Source: an optimization exercise on an open RTL-to-GDS flow (aim: small area and a short achievable clock period). Production flows keep margins and buffers that such runs may drop. In this exercise RTL edits were held to simulation tests only and were not proved equivalent to the original. Power and IR drop assume default switching activity.

==> flow/design.v (excerpt) <==
module daq_core (
    input  logic        BUS_CLK,
    input  logic        BUS_RST,
    input  logic [15:0] bus_add,
    input  logic [7:0]  bus_wr_data,
    output logic [7:0]  bus_rd_data,
    input  logic        bus_rd,
    input  logic        bus_wr,
    input  logic        trig_in,
    input  logic        inj_loop_in,
    input  logic        hitor_in,
    output logic        inj_pulse,
    output logic        resetb_ext,
    output logic [4:0]  led,
    input  logic        arb_ready,
    output logic        arb_write,
    output logic [31:0] arb_data
);
Size: roughly 1,500 cells after synthesis, ~610 flip-flops, roughly 23,000 um^2 of cells after synthesis.
clock: 3.0 ns
lec_check: 0
cap_margin: 20
core_margin: 2
core_utilization: 65
cts_cluster_diameter: 80
cts_cluster_size: 30
setup_slack_margin: 1.4
slew_margin: 20
standard.sh (not shown) runs the stock make flow with config.mk's settings and CLKGATE_MAP_FILE= SYNTH_SCRIPT=/design/flow/synth_recipe.tcl, a recipe that flattens the netlist after the stock synthesis.
==> flow/flow/run.sh <==
#!/bin/bash
set -euo pipefail
export OWN_FLOW_DIR="$PWD/flow"
export CTS_ARGS="-sink_clustering_enable -repair_clock_nets -sink_clustering_size 30 -sink_clustering_max_diameter 80 -dont_use_dummy_load"
export BUFFER_PORTS_ARGS="-buffer_cell sky130_fd_sc_hd__buf_2"
export POST_GLOBAL_ROUTE_TCL="$OWN_FLOW_DIR/post_grt.tcl"
export DS_LOCAL_MARGIN=1.42
export DS_GLOBAL_MARGIN=1.40
bash standard.sh > standard_flow.log 2>&1
==> flow/flow/downsize.tcl <==
# Area recovery that keeps timing: swap each cell for the smallest cell of its own
# family (same name up to the drive-strength suffix) that keeps the slack of every
# pin of the cell at or above DS_LOCAL ns and the design's worst slack at or above
# its value before the pass (or DS_GLOBAL ns if that is lower). Clock-tree cells,
# tap and filler cells are left alone.
proc ds_run {local_margin global_margin} {
  set dont_use {}
  if {[info exists ::env(DONT_USE_CELLS)]} { set dont_use $::env(DONT_USE_CELLS) }
  set wns0 [expr {[sta::worst_slack_cmd max] * 1e9}]
  set gmin [expr {min($wns0, $global_margin)}]
  # family -> list of {area libcell}
  array set fam {}
  foreach lc [get_lib_cells sky130_fd_sc_hd__*] {
    set n [get_name $lc]
    if {[lsearch -exact $dont_use $n] >= 0} continue
    if {![regexp {^(.*)_([0-9]+)$} $n -> base drv]} continue
    lappend fam($base) [list [get_property $lc area] $n]
  }
  foreach b [array names fam] { set fam($b) [lsort -real -index 0 $fam($b)] }
  set saved 0.0
  set swaps 0
  foreach inst [get_cells *] {
    set ref [get_property $inst ref_name]
    if {![regexp {^(.*)_([0-9]+)$} $ref -> base drv]} continue
    if {[string match "*clkbuf*" $ref] || [string match "*clkinv*" $ref] || [string match "*tap*" $ref] || [string match "*fill*" $ref] || [string match "*decap*" $ref] || [string match "*conb*" $ref]} continue
    if {![info exists fam($base)]} continue
    set iname [get_full_name $inst]
    if {[string match "clk*" $iname]} continue
    set a0 [get_property [get_lib_cells $ref] area]
    foreach cand $fam($base) {
      lassign $cand a n
      if {$a >= $a0} break
      replace_cell $inst $n
      estimate_parasitics -global_routing
      set ok 1
      foreach p [get_pins -of_objects $inst] {
        set s [get_property $p slack_max]
        if {$s ne "" && $s < $local_margin} { set ok 0; break }
      }
      if {$ok && [sta::worst_slack_cmd max] * 1e9 < $gmin} { set ok 0 }
      if {$ok} {
        set saved [expr {$saved + $a0 - $a}]
        incr swaps
        break
      }
      replace_cell $inst $ref
      estimate_parasitics -global_routing
    }
  }
  puts "downsize: $swaps cells, [format %.1f $saved] um2 saved, worst slack [format %.3f [expr {[sta::worst_slack_cmd max]*1e9}]] (was [format %.3f $wns0])"
}
==> flow/flow/post_grt.tcl <==
# Hook run by ORFS's global_route.tcl after its timing repair (POST_GLOBAL_ROUTE_TCL):
# recover area on cells with slack to spare, then reroute the touched nets and
# rewrite the route guides for detailed routing.
source $::env(OWN_FLOW_DIR)/downsize.tcl
global_route -start_incremental
ds_run $::env(DS_LOCAL_MARGIN) $::env(DS_GLOBAL_MARGIN)
global_route -end_incremental
estimate_parasitics -global_routing
report_worst_slack
report_design_area
write_guides $::env(RESULTS_DIR)/route.guide
Edit:
--- a/flow/flow/run.sh
+++ b/flow/flow/run.sh
@@ -7 +7 @@
-export DS_LOCAL_MARGIN=1.42
+export DS_LOCAL_MARGIN=1.35
=> Count of clock-buffer cells in the layout stays the same. Routed wire length stays flat. Utilization decreases by 0.97 points. Final cell count does not change. Total power hardly moves. Sequential share of layout area rose by 0.77 points. Setup slack barely changes. Register-to-register slack barely changes. Critical path depth stays the same.
Edit:
--- a/flow/flow/run.sh
+++ b/flow/flow/run.sh
@@ -7 +7 @@
-export DS_LOCAL_MARGIN=1.35
+export DS_LOCAL_MARGIN=1.37
--- a/flow/flow/downsize.tcl
+++ b/flow/flow/downsize.tcl
@@ -4,2 +4,3 @@
-# its value before the pass (or DS_GLOBAL ns if that is lower). Clock-tree cells,
-# tap and filler cells are left alone.
+# its value before the pass (or DS_GLOBAL ns if that is lower), with no new max-slew
+# or max-capacitance violation and the worst hold slack kept above 0.05 ns (or its
+# value before the pass if lower). Clock-tree cells, tap and filler cells are left alone.
@@ -10,0 +12,4 @@
+  set hold0 [expr {[sta::worst_slack_cmd min] * 1e9}]
+  set hmin [expr {min($hold0, 0.05)}]
+  set slew0 [sta::max_slew_violation_count]
+  set cap0 [sta::max_capacitance_violation_count]
@@ -40,0 +46,2 @@
+      if {$ok && [sta::worst_slack_cmd min] * 1e9 < $hmin} { set ok 0 }
+      if {$ok && ([sta::max_slew_violation_count] > $slew0 || [sta::max_capacitance_violation_count] > $cap0)} { set ok 0 }
@@ -50 +57 @@
-  puts "downsize: $swaps cells, [format %.1f $saved] um2 saved, worst slack [format %.3f [expr {[sta::worst_slack_cmd max]*1e9}]] (was [format %.3f $wns0])"
+  puts "downsize: $swaps cells, [format %.1f $saved] um2 saved, worst slack [format %.3f [expr {[sta::worst_slack_cmd max]*1e9}]] (was [format %.3f $wns0]), worst hold slack [format %.3f [expr {[sta::worst_slack_cmd min]*1e9}]], slew/cap violations [sta::max_slew_violation_count]/[sta::max_capacitance_violation_count]"
- SETUP_SLACK_MARGIN: 1.4 -> 1.38
Effect:
- count of clock-buffer cells in the layout grows by 1
- sequential share of layout area grows by 0.23 points
- die area does not change
- synthesized cell count is unchanged
- clock power grows by about 1%
- hold slack is better by 8.1 ps
- routed wire length shrinks by 3.9%
- cell count shrinks by 0.80%
- sequential power hardly moves
- global-route usage hardly moves
Edit:
- SETUP_SLACK_MARGIN: 1.38 -> 1.45
The changed run completed with no timing, DRC or antenna violations.
Sequential share of layout area shrinks by 1.1 points.
Die area does not change.
Utilization rose by 1.4 points.
Worst setup slack gains 29 ps.
Synthesized cell count is unchanged.
Total power stays flat.
Via count grows by 2.1%.
Design area climbs by 1.9%.
Register-to-register slack improved by 30 ps.

## separate check: timing with driven ports
The results above use ideal ports. As a check the final layouts listed here were re-extracted and re-timed, cells and wires unchanged.
Step 1, drivers: a clkbuf_16 drives BUS_CLK and a buf_2 each remaining input, both assumed.
Step 2 times the ports against the registers' clock, not the clock port: input delays grow and output delays shrink by t, the midpoint of the rising clock arrivals with the driver on.
a / b / c = no drivers / after step 1 / after step 2; a / b = the first two.
run | shift t [ns] | setup WS [ns] | cell pins on the clock port's net
the first run | 0.617 | 1.323 / 1.268 / 0.811 | 1
the second run | 0.619 | 1.321 / 1.266 / 0.807 | 1
the third run | 0.615 | 1.268 / 1.268 / 0.773 | 1
the fourth run | 0.633 | 1.297 / 1.274 / 0.806 | 1
After both steps every run listed still meets setup and hold. For the second run, which loses most, drivers alone change the setup slack by -0.055 ns; drivers and shift together by -0.514 ns.
